Source: an optimization exercise on an open RTL-to-GDS flow (aim: small area, a short achievable clock period and few clock cycles). Production flows keep margins and buffers that such runs may drop. No activity file was given, so power comes from the tool's default toggle rates.

## the previous run
==> flow/design.v <==
`default_nettype none
package md_pkg;
    localparam int XLEN = 32;    
    typedef enum logic [2:0] {
        OP_NONE  = 3'd0,
        OP_MULT  = 3'd1,
        OP_MULTU = 3'd2,
        OP_DIV   = 3'd3,
        OP_DIVU  = 3'd4,
        OP_MTHI  = 3'd5,
        OP_MTLO  = 3'd6
    } md_op_t;
endpackage
`default_nettype wire
`timescale 1ns/100ps
`default_nettype none
module md_unit (
    input  logic        CLK,
    input  logic        RST_X,
    input  logic        start,
    input  md_pkg::md_op_t op,
    input  logic [31:0] a,
    input  logic [31:0] b,
    output logic        busy,
    output logic        done,
    output logic [31:0] hi,
    output logic [31:0] lo
);
    localparam logic [3:0] S_IDLE  = 4'd0;
    localparam logic [3:0] S_MUL   = 4'd1;    
    localparam logic [3:0] S_MFIX  = 4'd2;    
    localparam logic [3:0] S_DNEG  = 4'd3;    
    localparam logic [3:0] S_DPRE  = 4'd4;    
    localparam logic [3:0] S_DIV   = 4'd5;    
    localparam logic [3:0] S_RCOR  = 4'd6;    
    localparam logic [3:0] S_RPREP = 4'd7;    
    localparam logic [3:0] S_RNEG  = 4'd8;    
    localparam logic [3:0] S_DSEL  = 4'd9;    
    logic [3:0]  state, state_n;
    logic [31:0] hi_n, lo_n;
    logic        hx, hx_n;           
    logic        hs, hs_n;           
    logic [31:0] m;                  
    logic        ms;                 
    logic        p, p_n;             
    logic [5:0]  cnt, cnt_n;         
    logic        sgn, na, qn, zb;    
    logic        sp, sp_n;           
    logic        done_n;
    logic [34:0] breg, breg_n, s;
    logic        bcin, bcin_n;
    logic [35:0] sum_c;
    assign sum_c = {hs, hs, hx, hi, 1'b1} + {breg, bcin};
    assign s     = sum_c[35:1];
    logic mk16, mk4;
    logic c16, c4;                   
    assign c16  = cnt[5] | cnt[4];
    assign c4   = |cnt[5:2];
    assign mk16 = (lo[15:0] == {16{p}}) && c16;
    assign mk4  = (lo[3:0]  == {4{p}})  && c4;
    logic [31:0] dv;                 
    logic [31:0] gmask;              
    logic        dk16, dk4, dlast, rneg;
    assign dv = m ^ {32{ms}};
    always_comb begin
        for (int j = 0; j < 31; j++) gmask[j] = ((dv >> (j + 1)) == '0);
        gmask[31] = 1'b1;
    end
    assign dk16 = ({hs, hx, hi[31:17]} == '0) && (({hi[16:0], lo[31:17]} & gmask) == '0)
                  && c16;
    assign dk4  = ({hs, hx, hi[31:29]} == '0) && (({hi[28:0], lo[31:29]} & gmask) == '0)
                  && c4;
    assign dlast = (cnt == '0);      
    assign rneg  = s[34];            
    logic is_mul, is_div, is_sgn, arith;
    assign is_mul = (op == md_pkg::OP_MULT) || (op == md_pkg::OP_MULTU);
    assign is_div = (op == md_pkg::OP_DIV)  || (op == md_pkg::OP_DIVU);
    assign is_sgn = (op == md_pkg::OP_MULT) || (op == md_pkg::OP_DIV);
    assign arith  = start && (is_mul || is_div);
    logic a_neg, b_neg, b_zero;
    assign a_neg  = is_sgn && a[31];
    assign b_neg  = is_sgn && b[31];
    assign b_zero = (b == '0);
    logic [2:0] sa, sb;
    logic       swap;
    always_comb begin
        for (int i = 0; i < 3; i++) begin
            sa[i] = ((a >> (8 * i + 8)) != ({32{a[31]}} >> (8 * i + 8)));
            sb[i] = ((b >> (8 * i + 8)) != ({32{b[31]}} >> (8 * i + 8)));
        end
    end
    assign swap = is_mul && ((sa & ~sb) != '0);
    logic [31:0] mpl, mcd;           
    assign mpl = swap ? b : a;
    assign mcd = swap ? a : b;
    function automatic logic [2:0] booth(input logic x1, input logic x0, input logic p0);
        booth[2] = x0 ^ p0;
        booth[1] = (x1 != x0) && (x0 == p0);
        booth[0] = x1 && !(x0 && p0);
    endfunction
    function automatic logic [35:0] dmul(input logic [2:0] d, input logic [34:0] x);
        logic [34:0] v;
        v = ((x & {35{d[2]}}) | ({x[33:0], 1'b0} & {35{d[1]}})) ^ {35{d[0]}};
        dmul = {v, d[0]};
    endfunction
    logic [1:0]  lom_n;              
    logic [1:0]  xsel;               
    logic [2:0]  dig;                
    logic [34:0] xop;
    logic        mend;               
    logic [34:0] m35, a35, b35, h35;
    assign m35 = {{2{ms}}, ms, m};
    assign a35 = {{3{is_sgn & a[31]}}, a};
    assign b35 = {{3{is_sgn & b[31]}}, b};
    assign h35 = {3'b000, hi};
    logic h_hold, h_a, h_mst, h_ms4, h_ms16, h_s, h_dst, h_ds4, h_ds16;
    logic l_hold, l_mpl, l_mst, l_ms4, l_ms16, l_s, l_dst, l_ds4, l_ds16;
    logic x_dlast;                   
    always_comb begin
        state_n = state;
        p_n     = p;
        cnt_n   = cnt;
        done_n  = 1'b0;
        lom_n   = lo[3:2];
        xsel    = 2'd0;
        dig     = 3'b000;
        mend    = 1'b0;
        sp_n    = sp;
        {h_hold, h_a, h_mst, h_ms4, h_ms16, h_s, h_dst, h_ds4, h_ds16} = '0;
        {l_hold, l_mpl, l_mst, l_ms4, l_ms16, l_s, l_dst, l_ds4, l_ds16} = '0;
        x_dlast = 1'b0;
        if (start) begin
            if (is_mul) begin
                cnt_n   = 6'd32;
                l_mpl   = 1'b1;
                p_n     = 1'b0;
                state_n = S_MUL;
                xsel    = swap ? 2'd1 : 2'd2;
                dig     = booth(mpl[1], mpl[0], 1'b0);
            end else if (is_div) begin
                cnt_n   = 6'd32;
                l_mpl   = 1'b1;
                if (b_zero || (!a_neg && !b_neg)) begin
                    state_n = S_DIV;
                    xsel    = 2'd2;
                    dig     = 3'b101;                       
                end else if (a_neg) begin
                    h_a     = 1'b1;
                    state_n = b_neg ? S_DPRE : S_DNEG;
                    xsel    = 2'd1;
                    dig     = 3'b011;                       
                end else begin
                    h_a     = 1'b1;
                    state_n = S_DPRE;
                    xsel    = 2'd2;
                    dig     = 3'b100;                       
                end
            end else if (op == md_pkg::OP_MTHI) begin
                h_a    = 1'b1;
                l_hold = 1'b1;
            end else if (op == md_pkg::OP_MTLO) begin
                h_hold = 1'b1;
                l_mpl  = 1'b1;
            end else begin
                h_hold = 1'b1;
                l_hold = 1'b1;
            end
        end else begin
            case (state)
                S_MUL: begin
                    if (mk16) begin
                        h_ms16 = 1'b1;
                        l_ms16 = 1'b1;
                        cnt_n  = cnt - 6'd16;
                        lom_n  = lo[17:16];
                        mend   = (cnt == 6'd16);
                    end else if (mk4) begin
                        h_ms4  = 1'b1;
                        l_ms4  = 1'b1;
                        cnt_n  = cnt - 6'd4;
                        lom_n  = lo[5:4];
                        mend   = (cnt == 6'd4);
                    end else begin
                        h_mst  = 1'b1;
                        l_mst  = 1'b1;
                        p_n    = lo[1];
                        cnt_n  = cnt - 6'd2;
                        lom_n  = lo[3:2];
                        mend   = (cnt == 6'd2);
                    end
                    dig = booth(lom_n[1], lom_n[0], p_n);
                    if (mend) begin
                        if (!sgn && p_n) begin
                            state_n = S_MFIX;
                            dig     = 3'b100;                   
                        end else begin
                            state_n = S_IDLE;
                            done_n  = 1'b1;
                        end
                    end
                end
                S_MFIX: begin
                    h_s     = 1'b1;
                    l_hold  = 1'b1;
                    state_n = S_IDLE;
                    done_n  = 1'b1;
                end
                S_DNEG: begin
                    h_s     = 1'b1;
                    l_hold  = 1'b1;
                    state_n = S_DPRE;
                    dig     = 3'b101;                           
                end
                S_DPRE: begin
                    l_s     = 1'b1;
                    sp_n    = rneg;
                    dig     = {2'b10, !ms};                     
                    if (qn) begin
                        h_hold  = 1'b1;
                        state_n = S_DSEL;
                    end else begin
                        state_n = S_DIV;
                    end
                end
                S_DSEL: begin
                    dig = {2'b10, !ms};                         
                    if (sp) begin
                        h_hold = 1'b1;
                        if (na) state_n = S_RPREP;
                        else begin
                            state_n = S_IDLE;
                            done_n  = 1'b1;
                        end
                    end else begin
                        l_hold  = 1'b1;
                        state_n = S_DIV;
                    end
                end
                S_DIV: begin
                    if (zb) begin
                        state_n = S_IDLE;
                        done_n  = 1'b1;
                    end else if (dk16) begin
                        h_ds16 = 1'b1;
                        l_ds16 = 1'b1;
                        cnt_n  = cnt - 6'd16;
                    end else if (dk4) begin
                        h_ds4  = 1'b1;
                        l_ds4  = 1'b1;
                        cnt_n  = cnt - 6'd4;
                    end else begin
                        l_dst  = 1'b1;
                        cnt_n  = cnt - 6'd1;
                        if (dlast) begin
                            h_s     = 1'b1;
                            x_dlast = 1'b1;
                            if (rneg)     state_n = S_RCOR;
                            else if (na)  state_n = S_RPREP;
                            else begin
                                state_n = S_IDLE;
                                done_n  = 1'b1;
                            end
                        end else begin
                            h_dst = 1'b1;
                        end
                    end
                    dig = {2'b10, !hs_n ^ ms};
                end
                S_RCOR: begin
                    h_s    = 1'b1;
                    l_hold = 1'b1;
                    if (na) state_n = S_RPREP;
                    else begin
                        state_n = S_IDLE;
                        done_n  = 1'b1;
                    end
                end
                S_RPREP: begin
                    h_hold  = 1'b1;
                    l_hold  = 1'b1;
                    state_n = S_RNEG;
                    xsel    = 2'd3;
                    dig     = 3'b011;                           
                end
                S_RNEG: begin
                    h_s     = 1'b1;
                    l_hold  = 1'b1;
                    state_n = S_IDLE;
                    done_n  = 1'b1;
                end
                default: begin
                    h_hold = 1'b1;
                    l_hold = 1'b1;
                end
            endcase
        end
    end
    always_comb begin
        hi_n = ({32{h_hold}} & hi)
             | ({32{h_a}}    & a)
             | ({32{h_mst}}  & s[33:2])
             | ({32{h_ms4}}  & {{4{hx}}, hi[31:4]})
             | ({32{h_ms16}} & {{16{hx}}, hi[31:16]})
             | ({32{h_s}}    & s[31:0])
             | ({32{h_dst}}  & {s[30:0], lo[31]})
             | ({32{h_ds4}}  & {hi[27:0], lo[31:28]})
             | ({32{h_ds16}} & {hi[15:0], lo[31:16]});
        lo_n = ({32{l_hold}} & lo)
             | ({32{l_mpl}}  & mpl)
             | ({32{l_mst}}  & {s[1:0], lo[31:2]})
             | ({32{l_ms4}}  & {hi[3:0], lo[31:4]})
             | ({32{l_ms16}} & {hi[15:0], lo[31:16]})
             | ({32{l_s}}    & s[31:0])
             | ({32{l_dst}}  & {lo[30:0], rneg ^ !qn})
             | ({32{l_ds4}}  & {lo[27:0], {4{qn}}})
             | ({32{l_ds16}} & {lo[15:0], {16{qn}}});
        hx_n = (h_hold & hx) | h_ms4 & hx | h_ms16 & hx | (h_mst & s[34])
             | (h_dst & s[31]) | (h_ds4 & hi[28]) | (h_ds16 & hi[16])
             | (x_dlast & rneg) | (h_s & !x_dlast & hx);
        hs_n = (h_hold & hs) | h_ms4 & hs | h_ms16 & hs | (h_mst & s[34])
             | ((h_dst | x_dlast) & rneg) | (h_s & !x_dlast & hs);
    end
    always_comb begin
        case (xsel)
            2'd0:    xop = m35;
            2'd1:    xop = a35;
            2'd2:    xop = b35;
            default: xop = h35;
        endcase
    end
    assign {breg_n, bcin_n} = dmul(dig, xop);
    always_ff @(posedge CLK or negedge RST_X) begin
        if (!RST_X) begin
            state <= S_IDLE;
            done  <= 1'b0;
            hi    <= '0;
            lo    <= '0;
        end else begin
            state <= state_n;
            done  <= done_n;
            hi    <= hi_n;
            lo    <= lo_n;
        end
    end
    always_ff @(posedge CLK) begin
        hx   <= hx_n;
        hs   <= hs_n;
        p    <= p_n;
        cnt  <= cnt_n;
        breg <= breg_n;
        bcin <= bcin_n;
        sp   <= sp_n;
        if (arith) begin
            m   <= mcd;
            ms  <= is_sgn && mcd[31];
            sgn <= is_sgn;
            na  <= a_neg;
            qn  <= a_neg ^ b_neg;
            zb  <= b_zero;
        end
    end
    assign busy = (state != S_IDLE);
endmodule
`default_nettype wire
Settings: LEC_CHECK=0, CAP_MARGIN=20, CELL_PAD_IN_SITES_DETAIL_PLACEMENT=1, CELL_PAD_IN_SITES_GLOBAL_PLACEMENT=1, CORE_MARGIN=2, CORE_UTILIZATION=30, PLACE_DENSITY=0.45, SETUP_SLACK_MARGIN=2.0, SLEW_MARGIN=20, TNS_END_PERCENT=5; clock period 5.5 ns.
run.sh (not shown) runs the stock make flow with config.mk's settings and CLKGATE_MAP_FILE= SYNTH_SCRIPT=/design/flow/synth_recipe.tcl, a recipe that flattens the netlist after the stock synthesis.
For the current run, these inputs were changed with respect to the previous run:
--- a/flow/design.v
+++ b/flow/design.v
@@ -57,15 +57,15 @@
     assign c16  = cnt[5] | cnt[4];
     assign c4   = |cnt[5:2];
     assign mk16 = (lo[15:0] == {16{p}}) && c16;
     assign mk4  = (lo[3:0]  == {4{p}})  && c4;
-    logic [31:0] dv;                 
+    logic [4:0]  dmsb;               
+    logic [4:0]  dmsb_n;
+    logic [31:0] dv_in;
     logic [31:0] gmask;              
     logic        dk16, dk4, dlast, rneg;
-    assign dv = m ^ {32{ms}};
     always_comb begin
-        for (int j = 0; j < 31; j++) gmask[j] = ((dv >> (j + 1)) == '0);
-        gmask[31] = 1'b1;
+        for (int j = 0; j < 32; j++) gmask[j] = (5'(j) >= dmsb);
     end
     assign dk16 = ({hs, hx, hi[31:17]} == '0) && (({hi[16:0], lo[31:17]} & gmask) == '0)
                   && c16;
     assign dk4  = ({hs, hx, hi[31:29]} == '0) && (({hi[28:0], lo[31:29]} & gmask) == '0)
@@ -80,8 +80,13 @@
     logic a_neg, b_neg, b_zero;
     assign a_neg  = is_sgn && a[31];
     assign b_neg  = is_sgn && b[31];
     assign b_zero = (b == '0);
+    assign dv_in  = b ^ {32{b_neg}};
+    always_comb begin
+        dmsb_n = '0;
+        for (int j = 1; j < 32; j++) if (dv_in[j]) dmsb_n = 5'(j);
+    end
     logic [2:0] sa, sb;
     logic       swap;
     always_comb begin
         for (int i = 0; i < 3; i++) begin
@@ -112,8 +117,9 @@
     assign m35 = {{2{ms}}, ms, m};
     assign a35 = {{3{is_sgn & a[31]}}, a};
     assign b35 = {{3{is_sgn & b[31]}}, b};
     assign h35 = {3'b000, hi};
+    logic h_apre, l_apre;            
     logic h_hold, h_a, h_mst, h_ms4, h_ms16, h_s, h_dst, h_ds4, h_ds16;
     logic l_hold, l_mpl, l_mst, l_ms4, l_ms16, l_s, l_dst, l_ds4, l_ds16;
     logic x_dlast;                   
     always_comb begin
@@ -128,20 +134,29 @@
         sp_n    = sp;
         {h_hold, h_a, h_mst, h_ms4, h_ms16, h_s, h_dst, h_ds4, h_ds16} = '0;
         {l_hold, l_mpl, l_mst, l_ms4, l_ms16, l_s, l_dst, l_ds4, l_ds16} = '0;
         x_dlast = 1'b0;
+        {h_apre, l_apre} = '0;
         if (start) begin
             if (is_mul) begin
                 cnt_n   = 6'd32;
                 l_mpl   = 1'b1;
                 p_n     = 1'b0;
                 state_n = S_MUL;
                 xsel    = swap ? 2'd1 : 2'd2;
-                dig     = booth(mpl[1], mpl[0], 1'b0);
+                dig     = swap ? booth(b[1], b[0], 1'b0) : booth(a[1], a[0], 1'b0);
             end else if (is_div) begin
                 cnt_n   = 6'd32;
                 l_mpl   = 1'b1;
-                if (b_zero || (!a_neg && !b_neg)) begin
+                if (!a_neg && !b_neg && a[31:17] == '0) begin
+                    l_mpl   = 1'b0;
+                    h_apre  = 1'b1;
+                    l_apre  = 1'b1;
+                    cnt_n   = 6'd16;
+                    state_n = S_DIV;
+                    xsel    = 2'd2;
+                    dig     = 3'b101;                       
+                end else if (!a_neg && !b_neg) begin
                     state_n = S_DIV;
                     xsel    = 2'd2;
                     dig     = 3'b101;                       
                 end else if (a_neg) begin
@@ -303,18 +318,20 @@
              | ({32{h_ms16}} & {{16{hx}}, hi[31:16]})
              | ({32{h_s}}    & s[31:0])
              | ({32{h_dst}}  & {s[30:0], lo[31]})
              | ({32{h_ds4}}  & {hi[27:0], lo[31:28]})
-             | ({32{h_ds16}} & {hi[15:0], lo[31:16]});
+             | ({32{h_ds16}} & {hi[15:0], lo[31:16]})
+             | ({32{h_apre}} & {16'b0, a[31:16]});
         lo_n = ({32{l_hold}} & lo)
              | ({32{l_mpl}}  & mpl)
              | ({32{l_mst}}  & {s[1:0], lo[31:2]})
              | ({32{l_ms4}}  & {hi[3:0], lo[31:4]})
              | ({32{l_ms16}} & {hi[15:0], lo[31:16]})
              | ({32{l_s}}    & s[31:0])
              | ({32{l_dst}}  & {lo[30:0], rneg ^ !qn})
              | ({32{l_ds4}}  & {lo[27:0], {4{qn}}})
-             | ({32{l_ds16}} & {lo[15:0], {16{qn}}});
+             | ({32{l_ds16}} & {lo[15:0], {16{qn}}})
+             | ({32{l_apre}} & {a[15:0], 16'b0});
         hx_n = (h_hold & hx) | h_ms4 & hx | h_ms16 & hx | (h_mst & s[34])
              | (h_dst & s[31]) | (h_ds4 & hi[28]) | (h_ds16 & hi[16])
              | (x_dlast & rneg) | (h_s & !x_dlast & hx);
         hs_n = (h_hold & hs) | h_ms4 & hs | h_ms16 & hs | (h_mst & s[34])
@@ -356,8 +373,9 @@
             sgn <= is_sgn;
             na  <= a_neg;
             qn  <= a_neg ^ b_neg;
             zb  <= b_zero;
+            dmsb <= dmsb_n;
         end
     end
     assign busy = (state != S_IDLE);
 endmodule
Of the two values seen for startpoint of the most critical setup path, a[29] was produced by the current run and start by the previous run.
On via count, the current run does worse than the previous run.
Maximum fanout encountered on the critical timing path was higher in the run labelled the previous run.
Re smallest setup slack after layout: the current run and the previous run aren't equal, and the lower value belongs to the previous run.
Mean post-synth cell area was lower in the current run than in the previous run.
Compared with the previous run, the current run shows a worst slew margin relative to its limit that is 6.5 points lower.
The top layer reached by signal wires comes out met4 in one run and met5 in the other, namely in the current run and the previous run respectively.
Lower number of buffers outside the clock class in the layout was reported by the previous run, not the current run.
Taking the previous run as the reference, in the current run post-detailed-route via-to-cell ratio -1.8%; synthesized-area fraction occupied by ao, oa, aoi and oai cells -0.65 points; post-synthesis share of cell area spent on xor and xnor gates -0.57 points; shortest period the worst path allows -130 ps.
Fraction of power consumed by the clock network: the current run lower than the previous run
Taking the previous run as the reference, in the current run clock-pin slew reported for the worst setup and hold paths after clock tree synthesis did not really move; instance count of the mapped netlist went up; width of the die went up.
No functional check of the RTL was part of any run of this note.

re-timing with driven ports:
No port has a modelled driver above. Below, the same layouts with a new extraction and two added sets of constraints. Step 1 assumes that a clkbuf_16 drives the clock port and a buf_2 every other input. Step 2 moves the port delays by t, midway between the first and last clock arrival at a register: inputs arrive t later, outputs are due t later. That takes back most of the time a late clock gives input paths. Three values: ideal, step 1, step 2; two values: the first two.
run	t (ns)	setup slack, ns	worst register clock-pin slew, ns	worst data-port slew with drivers (ns)
the previous run	0.569	1.719 / 1.739 / 1.171	0.08 / 0.08	0.06
the current run	0.568	1.850 / 1.891 / 1.323	0.09 / 0.09	0.06
After both steps every run listed still meets setup and hold. For the previous run, which loses most, drivers alone change the setup slack by +0.020 ns; drivers and shift together by -0.548 ns.
